This design comes from an exercise in tuning for small area and a short achievable clock period on the open sky130 flow, not from production work.
In this exercise RTL edits were held to simulation tests only and were not proved equivalent to the original.
The clock port is modelled as an ideal driver; clocking choices that lean on that would not hold on a real chip.
Power figures rest on the tool's default switching activity, not on a simulated workload.

Design coef_grad_bank, start of the top module:
module coef_grad_bank #(
  parameter int NC    = 99,
  parameter int N     = 16,
  parameter int G     = 4,
  parameter int LR_SH = 3
) (
  input  logic            clk,
  input  logic            rst,
  input  logic [NC-1:0]   bp_we,
  input  logic            dtb,
  input  logic [NC*N-1:0] grad_in,
  output logic [N-1:0]    bus_out,
  output logic            bus_en,
  output logic [15:0]     samples,
  output logic            save_done,
  output logic            onehot_err
);
Size in the first run: about 11,000 cells after synthesis, about 2,500 flip-flops, roughly 1,700 I/O pins, about 130,000 µm² of cells after synthesis.
==> module coef_grad_bank, before the edit <==
module coef_grad_bank #(
  parameter int NC    = 99,
  parameter int N     = 16,
  parameter int G     = 4,
  parameter int LR_SH = 3
) (
  input  logic            clk,
  input  logic            rst,
  input  logic [NC-1:0]   bp_we,
  input  logic            dtb,
  input  logic [NC*N-1:0] grad_in,
  output logic [N-1:0]    bus_out,
  output logic            bus_en,
  output logic [15:0]     samples,
  output logic            save_done,
  output logic            onehot_err
);
  localparam int A = N + G;
  localparam logic [A-1:0] CBM = A'((1 << 4) | (1 << 8) | (1 << 12) | (1 << 16));
  logic any_we, many_we, one_hot;
  always_comb begin
    logic [127:0] an, mn;
    an = '0; mn = '0;
    an[NC-1:0] = bp_we;
    for (int w = 64; w >= 1; w = w / 2) begin
      for (int i = 0; i < w; i++) begin
        mn[i] = mn[2*i] | mn[2*i+1] | (an[2*i] & an[2*i+1]);
        an[i] = an[2*i] | an[2*i+1];
      end
    end
    any_we  = an[0];
    many_we = mn[0];
  end
  assign one_hot = any_we & ~many_we;
  logic last_only;
  assign last_only = bp_we[NC-1] & ~|bp_we[NC-2:0];
  logic [A-1:0]  nsq [NC];   
  logic [A-1:0]  ncq [NC];   
  logic [NC-1:0] nvq;        
  for (genvar k = 0; k < NC; k++) begin : g_acc
    logic [A-1:0] ns_q, nc_q;
    logic         nv_q;
    logic [A-1:0] na, nb, nc, nsum, ncy;
    assign na = ns_q | {A{nv_q}};
    assign nb = ~({{G{grad_in[k*N+N-1]}}, grad_in[k*N +: N]} & {A{bp_we[k] & ~dtb}});
    always_comb begin
      for (int i = 0; i < A; i++) begin
        if (i == 0)      nc[i] = 1'b1;
        else if (CBM[i]) nc[i] = nc_q[i] | nv_q;
        else             nc[i] = ncy[i-1];
        nsum[i] = na[i] ^ nb[i] ^ nc[i];
        ncy[i]  = (na[i] & nb[i]) | (na[i] & nc[i]) | (nb[i] & nc[i]);
      end
    end
    always_ff @(posedge clk) begin
      ns_q <= nsum;
      for (int i = 1; i < A; i++)
        if (CBM[i]) nc_q[i] <= ncy[i-1];
    end
    always_ff @(posedge clk or negedge rst) begin
      if (!rst) nv_q <= 1'b1;
      else      nv_q <= dtb & bp_we[k] & one_hot;
    end
    assign nsq[k] = ns_q;
    assign ncq[k] = nc_q | ~CBM;
    assign nvq[k] = nv_q;
  end
  logic [A-1:0] rns, rnc, rs, rc;
  logic         rnv, rv;
  always_comb begin
    rns = '0;
    rnc = '0;
    rnv = 1'b0;
    for (int k = 0; k < NC; k++) begin
      rns = rns | (nsq[k] & {A{bp_we[k]}});
      rnc = rnc | (ncq[k] & {A{bp_we[k]}});
      rnv = rnv | (nvq[k] & bp_we[k]);
    end
  end
  assign rs = ~rns;
  assign rc = ~rnc;
  assign rv = ~rnv;
  logic [A-1:0] val;
  logic [N-1:0] rd_val;
  assign val = rs + (rc & CBM);
  always_comb begin
    if (val[A-1] == val[A-2])
      rd_val = val[A-2:LR_SH];
    else if (val[A-1])
      rd_val = {1'b1, {(N-1){1'b0}}};
    else
      rd_val = {1'b0, {(N-1){1'b1}}};
  end
  always_ff @(posedge clk or negedge rst) begin
    if (!rst) begin
      bus_out    <= '0;
      bus_en     <= 1'b0;
      samples    <= '0;
      save_done  <= 1'b0;
      onehot_err <= 1'b0;
    end else begin
      bus_en    <= dtb & one_hot;
      save_done <= dtb & last_only;
      if (!dtb) begin
        if (any_we && samples != 16'hFFFF)
          samples <= samples + 16'd1;
      end else begin
        if (last_only)
          samples <= '0;
        if (any_we) begin
          bus_out <= (rv & ~many_we) ? rd_val : '0;
          if (many_we)
            onehot_err <= 1'b1;
        end
      end
    end
  end
endmodule
==> flow/config.mk <==
export PLATFORM = sky130hd
export DESIGN_NAME = coef_grad_bank
export DESIGN_NICKNAME = coef_grad_bank
export VERILOG_FILES = /design/flow/design.v
export SDC_FILE = /design/flow/constraint.sdc
export NUM_CORES = 4
export LEC_CHECK = 0
export CAP_MARGIN = 40
export CELL_PAD_IN_SITES_DETAIL_PLACEMENT = 1
export CELL_PAD_IN_SITES_GLOBAL_PLACEMENT = 1
export CORE_MARGIN = 2
export CORE_UTILIZATION = 35
export CTS_CLUSTER_DIAMETER = 80
export CTS_CLUSTER_SIZE = 24
export PLACE_DENSITY = 0.5
export SLEW_MARGIN = 50
==> flow/constraint.sdc <==
create_clock -name core_clock -period 10.5 [get_ports {clk}]
set_input_delay 2.1000 -clock core_clock [delete_from_list [all_inputs] [get_ports {clk}]]
set_output_delay 2.1000 -clock core_clock [all_outputs]
set_load 0.01 [all_outputs]
standard.sh (not shown) runs the stock make flow with config.mk's settings and CLKGATE_MAP_FILE= SYNTH_SCRIPT=/design/flow/synth_recipe.tcl, a recipe that flattens the netlist after the stock synthesis.
==> flow/flow/run.sh <==
#!/bin/bash
source flow/margins.sh
export PRE_GLOBAL_PLACE_TCL=$PWD/flow/pre_global_place.tcl
export PRE_FLOORPLAN_TCL=$PWD/flow/pre_floorplan.tcl
export PRE_CTS_TCL=$PWD/flow/pre_cts.tcl
export PRE_GLOBAL_ROUTE_TCL=$PWD/flow/pre_global_route.tcl
bash standard.sh > standard_flow.log 2>&1
st=$?
tail -40 standard_flow.log
exit $st
==> flow/flow/margins.sh <==
export FLOW_MARGIN_FLOORPLAN=0
export FLOW_MARGIN_CTS=6.0
export FLOW_MARGIN_GRT=6.0
==> flow/flow/pre_cts.tcl <==
# Setup slack margin for this step's repair_timing.
set ::env(SETUP_SLACK_MARGIN) $::env(FLOW_MARGIN_CTS)
puts "bench flow: SETUP_SLACK_MARGIN $::env(SETUP_SLACK_MARGIN)"
==> flow/flow/pre_floorplan.tcl <==
# Setup slack margin for this step's repair_timing.
set ::env(SETUP_SLACK_MARGIN) $::env(FLOW_MARGIN_FLOORPLAN)
puts "bench flow: SETUP_SLACK_MARGIN $::env(SETUP_SLACK_MARGIN)"
==> flow/flow/pre_global_place.tcl <==
# Make the buffer_ports call in global_place.tcl use the smallest buffer.
if { [info procs my_orig_buffer_ports] eq "" } {
  rename buffer_ports my_orig_buffer_ports
  proc buffer_ports { args } {
    my_orig_buffer_ports -buffer_cell sky130_fd_sc_hd__buf_1 {*}$args
  }
}
==> flow/flow/pre_global_route.tcl <==
# Setup slack margin for this step's repair_timing.
set ::env(SETUP_SLACK_MARGIN) $::env(FLOW_MARGIN_GRT)
puts "bench flow: SETUP_SLACK_MARGIN $::env(SETUP_SLACK_MARGIN)"
The starting point passed the timing, design-rule and antenna checks.
Next try:
--- a/flow/design.v
+++ b/flow/design.v
@@ -32,8 +32,6 @@
     many_we = mn[0];
   end
   assign one_hot = any_we & ~many_we;
-  logic last_only;
-  assign last_only = bp_we[NC-1] & ~|bp_we[NC-2:0];
   logic [A-1:0]  nsq [NC];   
   logic [A-1:0]  ncq [NC];   
   logic [NC-1:0] nvq;        
@@ -65,21 +63,17 @@
     assign ncq[k] = nc_q | ~CBM;
     assign nvq[k] = nv_q;
   end
-  logic [A-1:0] rns, rnc, rs, rc;
-  logic         rnv, rv;
+  logic [A-1:0] rs, rc;
+  logic         rv;
   always_comb begin
-    rns = '0;
-    rnc = '0;
-    rnv = 1'b0;
+    rs = '0;
+    rc = '0;
     for (int k = 0; k < NC; k++) begin
-      rns = rns | (nsq[k] & {A{bp_we[k]}});
-      rnc = rnc | (ncq[k] & {A{bp_we[k]}});
-      rnv = rnv | (nvq[k] & bp_we[k]);
+      rs = rs | (~nsq[k] & {A{bp_we[k]}});
+      rc = rc | (~ncq[k] & {A{bp_we[k]}});
     end
   end
-  assign rs = ~rns;
-  assign rc = ~rnc;
-  assign rv = ~rnv;
+  assign rv = |(~nvq & bp_we);
   logic [A-1:0] val;
   logic [N-1:0] rd_val;
   assign val = rs + (rc & CBM);
@@ -100,18 +94,16 @@
       onehot_err <= 1'b0;
     end else begin
       bus_en    <= dtb & one_hot;
-      save_done <= dtb & last_only;
+      save_done <= dtb & one_hot & bp_we[NC-1];
       if (!dtb) begin
         if (any_we && samples != 16'hFFFF)
           samples <= samples + 16'd1;
-      end else begin
-        if (last_only)
+      end else if (any_we) begin
+        bus_out <= (rv & ~many_we) ? rd_val : '0;
+        if (many_we)
+          onehot_err <= 1'b1;
+        else if (bp_we[NC-1])
           samples <= '0;
-        if (any_we) begin
-          bus_out <= (rv & ~many_we) ? rd_val : '0;
-          if (many_we)
-            onehot_err <= 1'b1;
-        end
       end
     end
   end
Result: The new run finished clean. Hold slack improves by 0.015 ns. Total power is higher by 3.0%. Wire length is higher by 4.7%. Combinational power is higher by about 18%. Cell count is higher by about 3.4%. Clock skew is lower by 0.011 ns. Global-route usage is higher by 2.1 points. Sequential share of layout area is lower by 0.55 points. Via count is higher by 6.5%. Utilization is higher by 0.78 points. Count of clock-buffer cells in the layout is lower by 14.

[afterwards: timing with drivers on the ports]
Ports are ideal in the flow. The routed layouts listed here were re-timed in OpenROAD.
Step 1, drivers: a clkbuf_16 drives clk and a buf_2 each remaining input, both assumed.
Step 2 times the ports against the registers' clock, not the clock port: input delays grow and output delays shrink by t, the midpoint of the rising clock arrivals with the driver on.
Three values: ideal ports, drivers, drivers and shift; two values: the first two.
| run | shift t [ns] | setup WS [ns] | hold slack, ns | clock arrival spread, ns | cell pins on the clock port's net |
|---|---|---|---|---|---|
| the first run | 1.147 | 4.602 / 4.700 / 3.552 | 0.560 / 0.560 / 0.560 | 0.113 / 0.113 | 1 |
| the second run | 1.103 | 4.574 / 4.689 / 3.586 | 0.575 / 0.575 / 0.575 | 0.103 / 0.103 | 1 |
After both steps setup and hold are still met in every run listed. For the first run, which loses most, drivers alone change the setup slack by +0.098 ns; drivers and shift together by -1.050 ns.
